Background: an optimization exercise with open tools, aiming at small area. Do not read the settings as production practice. In this exercise RTL edits were held to simulation tests only and were not proved equivalent to the original. Power and IR drop assume default switching activity.

== v6 ==
==> flow/design.v <==
package ascon_pkg;
  typedef enum logic [2:0] {
    ST_IDLE   = 3'd0,
    ST_LOAD   = 3'd1,
    ST_START  = 3'd2,
    ST_WAIT   = 3'd3,
    ST_GAP    = 3'd6,
    ST_UNLOAD = 3'd7,
    ST_RESP   = 3'd4
  } state_t;
  localparam logic MODE_ENC = 1'b0;
  localparam logic MODE_DEC = 1'b1;
  localparam int K_DEF = 128;
  localparam int A_L_DEF = 112;
  localparam int TEXT_L_DEF = 128;
  localparam int NONCE_L = 128;
  localparam int TAG_L = 128;
  function automatic int max4(input int a, input int b, input int c, input int d);
    int ab;
    int cd;
    ab = a > b ? a : b;
    cd = c > d ? c : d;
    max4 = ab > cd ? ab : cd;
  endfunction
endpackage
module ascon_sr_out #(
  parameter int W = 128
) (
  input  logic         clk,
  input  logic         ld_n,
  input  logic         sh_n,
  input  logic         top,
  input  logic [W-1:0] ld_val,
  output logic         s0
);
  logic [W-1:0] sr_q;
  always_ff @(posedge clk) begin
    for (int j = 0; j < W; j++)
      sr_q[j] <= ~((ld_n | ld_val[W-1-j]) & (sh_n | (j == W-1 ? top : sr_q[(j+1) % W])));
  end
  assign s0 = sr_q[0];
endmodule
module ascon_serdes #(
  parameter int W = 128
) (
  input  logic         clk,
  input  logic         ld,
  input  logic [W-1:0] ld_val,
  input  logic         hold_n,
  input  logic         sh_n,
  input  logic         si,
  output logic         so,
  output logic [W-1:0] q
);
  logic [W-1:0] sr_q, keep;
  always_comb begin
    for (int j = 0; j < W; j++)
      keep[j] = ~((hold_n | sr_q[j]) & (sh_n | (j == W-1 ? si : sr_q[(j+1) % W])));
  end
  always_ff @(posedge clk) begin
    for (int j = 0; j < W; j++)
      sr_q[j] <= ~((ld & ld_val[W-1-j]) | keep[j]);
  end
  assign so = sr_q[0];
  assign q = sr_q;
endmodule
module ascon_ctrl #(
  parameter int K = ascon_pkg::K_DEF,
  parameter int A_L = ascon_pkg::A_L_DEF,
  parameter int TEXT_L = ascon_pkg::TEXT_L_DEF,
  parameter int MAX = ascon_pkg::max4(K, A_L, TEXT_L, ascon_pkg::TAG_L),
  parameter int START_CYC = 5,
  parameter int GAP_CYC = 2,
  parameter int TIMEOUT = 4095
) (
  input  logic               clk,
  input  logic               rst,
  input  logic               req_valid,
  output logic               req_ready,
  input  logic               req_mode,
  input  logic [K-1:0]       req_key,
  input  logic [ascon_pkg::NONCE_L-1:0] req_nonce,
  input  logic [A_L-1:0]     req_ad,
  input  logic [TEXT_L-1:0]  req_text,
  input  logic [ascon_pkg::TAG_L-1:0]   req_tag,
  output logic               core_key_SI,
  output logic               core_nonce_SI,
  output logic               core_ad_SI,
  output logic               core_text_SI,
  output logic               core_tag_SI,
  output logic               core_enc_start,
  output logic               core_dec_start,
  input  logic               core_text_SO,
  input  logic               core_tag_SO,
  input  logic               core_enc_done,
  input  logic               core_dec_done,
  input  logic               core_auth,
  output logic               rsp_valid,
  input  logic               rsp_ready,
  output logic [TEXT_L-1:0]  rsp_text,
  output logic [ascon_pkg::TAG_L-1:0]   rsp_tag,
  output logic               rsp_auth,
  output logic               rsp_err,
  output logic               rsp_mode,
  output logic               busy
);
  localparam int CW = $clog2((MAX > TIMEOUT ? MAX : TIMEOUT) + 1);
  ascon_pkg::state_t state_q, state_d;
  logic [CW-1:0] cnt_q;
  logic mode_q, seen_q, auth_q, err_q, shift_q, par_q;
  logic load_end, start_end, gap_end, unload_end;
  logic idle, load, start, waiting, gap, unload, resp, done_m, go_gap, timeout, clear;
  logic key_s0, nonce_s0, ad_s0, text_s0, tag_s0;
  assign idle = state_q == ascon_pkg::ST_IDLE;
  assign load = state_q == ascon_pkg::ST_LOAD;
  assign start = state_q == ascon_pkg::ST_START;
  assign waiting = state_q == ascon_pkg::ST_WAIT;
  assign gap = state_q == ascon_pkg::ST_GAP;
  assign unload = state_q == ascon_pkg::ST_UNLOAD;
  assign resp = state_q == ascon_pkg::ST_RESP;
  assign done_m = mode_q == ascon_pkg::MODE_DEC ? core_dec_done : core_enc_done;
  assign go_gap = seen_q || done_m;
  assign load_end = !cnt_q[0] && cnt_q[4] && !cnt_q[5] && cnt_q[9];
  assign start_end = cnt_q[5];
  assign timeout = &cnt_q;
  assign gap_end = cnt_q[1];
  assign unload_end = !cnt_q[2] && cnt_q[6] && !cnt_q[7] && cnt_q[11];
  assign clear = idle || (start && start_end) || (waiting && go_gap);
  always_comb begin
    state_d = state_q;
    case (state_q)
      ascon_pkg::ST_IDLE: if (req_valid) state_d = ascon_pkg::ST_LOAD;
      ascon_pkg::ST_LOAD: if (load_end) state_d = ascon_pkg::ST_START;
      ascon_pkg::ST_START: if (start_end) state_d = ascon_pkg::ST_WAIT;
      ascon_pkg::ST_WAIT: if (go_gap) state_d = ascon_pkg::ST_GAP;
        else if (timeout) state_d = ascon_pkg::ST_RESP;
      ascon_pkg::ST_GAP: if (gap_end) state_d = ascon_pkg::ST_UNLOAD;
      ascon_pkg::ST_UNLOAD: if (unload_end) state_d = ascon_pkg::ST_RESP;
      ascon_pkg::ST_RESP: if (rsp_ready) state_d = ascon_pkg::ST_IDLE;
      default: state_d = ascon_pkg::ST_IDLE;
    endcase
  end
  always_ff @(posedge clk or posedge rst) begin
    if (rst) begin
      state_q <= ascon_pkg::ST_IDLE;
      shift_q <= 1'b0;
    end else begin
      state_q <= state_d;
      shift_q <= state_d != ascon_pkg::ST_IDLE && state_d != ascon_pkg::ST_RESP;
    end
  end
  always_ff @(posedge clk) begin
    cnt_q <= clear ? '0 : {~cnt_q[CW-2:0], cnt_q[0] ^ cnt_q[1] ^ cnt_q[7] ^ cnt_q[11]};
    par_q <= !idle && !par_q;
    if (idle) mode_q <= req_mode;
    seen_q <= !idle && (seen_q || (start && done_m));
    if (idle) auth_q <= 1'b0;
    else if ((start || waiting) && done_m) auth_q <= mode_q == ascon_pkg::MODE_DEC && core_auth;
    err_q <= !idle && (err_q || (waiting && !go_gap && timeout));
  end
  ascon_sr_out #(.W(K)) u_key (.clk(clk), .ld_n(shift_q), .sh_n(idle), .top(1'b1), .ld_val(req_key), .s0(key_s0));
  ascon_sr_out #(.W(ascon_pkg::NONCE_L)) u_nonce (.clk(clk), .ld_n(shift_q), .sh_n(idle), .top(1'b1), .ld_val(req_nonce), .s0(nonce_s0));
  ascon_sr_out #(.W(A_L)) u_ad (.clk(clk), .ld_n(shift_q), .sh_n(idle), .top(~par_q), .ld_val(req_ad), .s0(ad_s0));
  ascon_serdes #(.W(TEXT_L)) u_text (
    .clk(clk), .ld(idle), .ld_val(req_text), .hold_n(!resp), .sh_n(!shift_q), .si(unload & core_text_SO),
    .so(text_s0), .q(rsp_text)
  );
  ascon_serdes #(.W(ascon_pkg::TAG_L)) u_tag (
    .clk(clk), .ld(idle), .ld_val(req_tag), .hold_n(!resp), .sh_n(!shift_q), .si(unload & core_tag_SO),
    .so(tag_s0), .q(rsp_tag)
  );
  assign core_key_SI = load & (key_s0 ^ ~par_q);
  assign core_nonce_SI = load & (nonce_s0 ^ ~par_q);
  assign core_ad_SI = load & (ad_s0 ^ ~par_q);
  assign core_text_SI = load & ~text_s0;
  assign core_tag_SI = load & ~tag_s0;
  assign core_enc_start = start && mode_q == ascon_pkg::MODE_ENC;
  assign core_dec_start = start && mode_q == ascon_pkg::MODE_DEC;
  assign req_ready = idle;
  assign busy = !idle;
  assign rsp_valid = resp;
  assign rsp_auth = auth_q;
  assign rsp_err = err_q;
  assign rsp_mode = mode_q;
endmodule
clock: 4.0 ns
lec_check: 0
abc_area: 1
cap_margin: 20
core_area: 5 5 255 255
die_area: 0 0 260 260
slew_margin: 20
standard.sh (not shown) runs the stock make flow with config.mk's settings and CLKGATE_MAP_FILE= SYNTH_SCRIPT=/design/flow/synth_recipe.tcl, a recipe that flattens the netlist after the stock synthesis.
==> flow/flow/run.sh <==
#!/bin/bash
# The standard layout (standard.sh) with three changes to how it is built:
#  - ports are buffered with the smallest buffer, sky130_fd_sc_hd__buf_1;
#  - the clock tree uses clkbuf_8 on clusters of up to 16 sinks, without dummy loads;
#  - synthesis may not pick the larger drive strengths of the lane gates (o22ai, a21oi), on
#    top of the platform's own don't-use list.
# make's full output goes to make_finish.log here; each ORFS step keeps its own log under orfs/logs.
set -euo pipefail
cd "$(dirname "$0")/.."
DONT_USE="sky130_fd_sc_hd__probe_p_8 sky130_fd_sc_hd__probec_p_8 sky130_fd_sc_hd__lpflow_bleeder_1 sky130_fd_sc_hd__lpflow_clkbufkapwr_1 sky130_fd_sc_hd__lpflow_clkbufkapwr_16 sky130_fd_sc_hd__lpflow_clkbufkapwr_2 sky130_fd_sc_hd__lpflow_clkbufkapwr_4 sky130_fd_sc_hd__lpflow_clkbufkapwr_8 sky130_fd_sc_hd__lpflow_clkinvkapwr_1 sky130_fd_sc_hd__lpflow_clkinvkapwr_16 sky130_fd_sc_hd__lpflow_clkinvkapwr_2 sky130_fd_sc_hd__lpflow_clkinvkapwr_4 sky130_fd_sc_hd__lpflow_clkinvkapwr_8 sky130_fd_sc_hd__lpflow_decapkapwr_12 sky130_fd_sc_hd__lpflow_decapkapwr_3 sky130_fd_sc_hd__lpflow_decapkapwr_4 sky130_fd_sc_hd__lpflow_decapkapwr_6 sky130_fd_sc_hd__lpflow_decapkapwr_8 sky130_fd_sc_hd__lpflow_inputiso0n_1 sky130_fd_sc_hd__lpflow_inputiso0p_1 sky130_fd_sc_hd__lpflow_inputiso1n_1 sky130_fd_sc_hd__lpflow_inputiso1p_1 sky130_fd_sc_hd__lpflow_inputisolatch_1 sky130_fd_sc_hd__lpflow_isobufsrc_1 sky130_fd_sc_hd__lpflow_isobufsrc_16 sky130_fd_sc_hd__lpflow_isobufsrc_2 sky130_fd_sc_hd__lpflow_isobufsrc_4 sky130_fd_sc_hd__lpflow_isobufsrc_8 sky130_fd_sc_hd__lpflow_isobufsrckapwr_16 sky130_fd_sc_hd__lpflow_lsbuf_lh_hl_isowell_tap_1 sky130_fd_sc_hd__lpflow_lsbuf_lh_hl_isowell_tap_2 sky130_fd_sc_hd__lpflow_lsbuf_lh_hl_isowell_tap_4 sky130_fd_sc_hd__lpflow_lsbuf_lh_isowell_4 sky130_fd_sc_hd__lpflow_lsbuf_lh_isowell_tap_1 sky130_fd_sc_hd__lpflow_lsbuf_lh_isowell_tap_2 sky130_fd_sc_hd__lpflow_lsbuf_lh_isowell_tap_4 sky130_fd_sc_hd__o22ai_2 sky130_fd_sc_hd__o22ai_4 sky130_fd_sc_hd__a21oi_2 sky130_fd_sc_hd__a21oi_4"
bash standard.sh \
  "DONT_USE_CELLS=$DONT_USE" \
  "BUFFER_PORTS_ARGS=-buffer_cell sky130_fd_sc_hd__buf_1" \
  "CTS_ARGS=-sink_clustering_enable -repair_clock_nets -dont_use_dummy_load -buf_list sky130_fd_sc_hd__clkbuf_8 -sink_clustering_size 16 -sink_clustering_max_diameter 80" \
  finish > make_finish.log 2>&1
## Diff of input files: v7 against v6
--- a/flow/design.v
+++ b/flow/design.v
@@ -106,10 +106,9 @@
 );
   localparam int CW = $clog2((MAX > TIMEOUT ? MAX : TIMEOUT) + 1);
   ascon_pkg::state_t state_q, state_d;
   logic [CW-1:0] cnt_q;
-  logic mode_q, seen_q, auth_q, err_q, shift_q, par_q;
-  logic load_end, start_end, gap_end, unload_end;
+  logic mode_q, seen_q, auth_q, err_q, shift_q;
   logic idle, load, start, waiting, gap, unload, resp, done_m, go_gap, timeout, clear;
   logic key_s0, nonce_s0, ad_s0, text_s0, tag_s0;
   assign idle = state_q == ascon_pkg::ST_IDLE;
   assign load = state_q == ascon_pkg::ST_LOAD;
@@ -119,24 +118,20 @@
   assign unload = state_q == ascon_pkg::ST_UNLOAD;
   assign resp = state_q == ascon_pkg::ST_RESP;
   assign done_m = mode_q == ascon_pkg::MODE_DEC ? core_dec_done : core_enc_done;
   assign go_gap = seen_q || done_m;
-  assign load_end = !cnt_q[0] && cnt_q[4] && !cnt_q[5] && cnt_q[9];
-  assign start_end = cnt_q[5];
-  assign timeout = &cnt_q;
-  assign gap_end = cnt_q[1];
-  assign unload_end = !cnt_q[2] && cnt_q[6] && !cnt_q[7] && cnt_q[11];
-  assign clear = idle || (start && start_end) || (waiting && go_gap);
+  assign timeout = &cnt_q[CW-1:1];
+  assign clear = idle || (start && cnt_q[2]) || (waiting && go_gap);
   always_comb begin
     state_d = state_q;
     case (state_q)
       ascon_pkg::ST_IDLE: if (req_valid) state_d = ascon_pkg::ST_LOAD;
-      ascon_pkg::ST_LOAD: if (load_end) state_d = ascon_pkg::ST_START;
-      ascon_pkg::ST_START: if (start_end) state_d = ascon_pkg::ST_WAIT;
+      ascon_pkg::ST_LOAD: if (&cnt_q[6:0]) state_d = ascon_pkg::ST_START;
+      ascon_pkg::ST_START: if (cnt_q[2]) state_d = ascon_pkg::ST_WAIT;
       ascon_pkg::ST_WAIT: if (go_gap) state_d = ascon_pkg::ST_GAP;
         else if (timeout) state_d = ascon_pkg::ST_RESP;
-      ascon_pkg::ST_GAP: if (gap_end) state_d = ascon_pkg::ST_UNLOAD;
-      ascon_pkg::ST_UNLOAD: if (unload_end) state_d = ascon_pkg::ST_RESP;
+      ascon_pkg::ST_GAP: if (cnt_q[0]) state_d = ascon_pkg::ST_UNLOAD;
+      ascon_pkg::ST_UNLOAD: if (cnt_q[7] && cnt_q[0]) state_d = ascon_pkg::ST_RESP;
       ascon_pkg::ST_RESP: if (rsp_ready) state_d = ascon_pkg::ST_IDLE;
       default: state_d = ascon_pkg::ST_IDLE;
     endcase
   end
@@ -149,30 +144,29 @@
       shift_q <= state_d != ascon_pkg::ST_IDLE && state_d != ascon_pkg::ST_RESP;
     end
   end
   always_ff @(posedge clk) begin
-    cnt_q <= clear ? '0 : {~cnt_q[CW-2:0], cnt_q[0] ^ cnt_q[1] ^ cnt_q[7] ^ cnt_q[11]};
-    par_q <= !idle && !par_q;
+    cnt_q <= clear ? '0 : cnt_q + 1'b1;
     if (idle) mode_q <= req_mode;
     seen_q <= !idle && (seen_q || (start && done_m));
     if (idle) auth_q <= 1'b0;
     else if ((start || waiting) && done_m) auth_q <= mode_q == ascon_pkg::MODE_DEC && core_auth;
     err_q <= !idle && (err_q || (waiting && !go_gap && timeout));
   end
   ascon_sr_out #(.W(K)) u_key (.clk(clk), .ld_n(shift_q), .sh_n(idle), .top(1'b1), .ld_val(req_key), .s0(key_s0));
   ascon_sr_out #(.W(ascon_pkg::NONCE_L)) u_nonce (.clk(clk), .ld_n(shift_q), .sh_n(idle), .top(1'b1), .ld_val(req_nonce), .s0(nonce_s0));
-  ascon_sr_out #(.W(A_L)) u_ad (.clk(clk), .ld_n(shift_q), .sh_n(idle), .top(~par_q), .ld_val(req_ad), .s0(ad_s0));
+  ascon_sr_out #(.W(A_L)) u_ad (.clk(clk), .ld_n(shift_q), .sh_n(idle), .top(~cnt_q[0]), .ld_val(req_ad), .s0(ad_s0));
   ascon_serdes #(.W(TEXT_L)) u_text (
     .clk(clk), .ld(idle), .ld_val(req_text), .hold_n(!resp), .sh_n(!shift_q), .si(unload & core_text_SO),
     .so(text_s0), .q(rsp_text)
   );
   ascon_serdes #(.W(ascon_pkg::TAG_L)) u_tag (
     .clk(clk), .ld(idle), .ld_val(req_tag), .hold_n(!resp), .sh_n(!shift_q), .si(unload & core_tag_SO),
     .so(tag_s0), .q(rsp_tag)
   );
-  assign core_key_SI = load & (key_s0 ^ ~par_q);
-  assign core_nonce_SI = load & (nonce_s0 ^ ~par_q);
-  assign core_ad_SI = load & (ad_s0 ^ ~par_q);
+  assign core_key_SI = load & (key_s0 ^ ~cnt_q[0]);
+  assign core_nonce_SI = load & (nonce_s0 ^ ~cnt_q[0]);
+  assign core_ad_SI = load & (ad_s0 ^ ~cnt_q[0]);
   assign core_text_SI = load & ~text_s0;
   assign core_tag_SI = load & ~tag_s0;
   assign core_enc_start = start && mode_q == ascon_pkg::MODE_ENC;
   assign core_dec_start = start && mode_q == ascon_pkg::MODE_DEC;
Notes after the runs:
- Diff v6 -> v7 | non-clock buffer total of the final layout | increase of 0.55%
- The global-route wire length before repair reported for v7 is smaller than that of v6 by about 2%.
- NOTE total power consumption of the routed design v6->v7 decreased by a few percent
- Status: fraction of cell area in non-clock buffers parity (v6, v7)
- v7 ends up with higher core utilization than v6 does.

port drivers added, routing unchanged:
The flow's constraints put no driver on any port. The routed layouts listed below were extracted and timed again, unchanged, in two steps.
Step 1, drivers: a clkbuf_16 drives clk and a buf_2 each remaining input, both assumed.
Step 2 moves the port delays by t, midway between the first and last clock arrival at a register: inputs arrive t later, outputs are due t later. That takes back most of the time a late clock gives input paths.
Slacks: no drivers / after step 1 / after step 2; pairs: no drivers / after step 1.
run	t (ns)	setup slack, ns	pins driven straight from the clock port
v6	0.665	1.074 / 1.020 / 1.587	1
v7	0.655	0.951 / 0.900 / 1.555	1
After both steps every run listed still meets setup and hold.
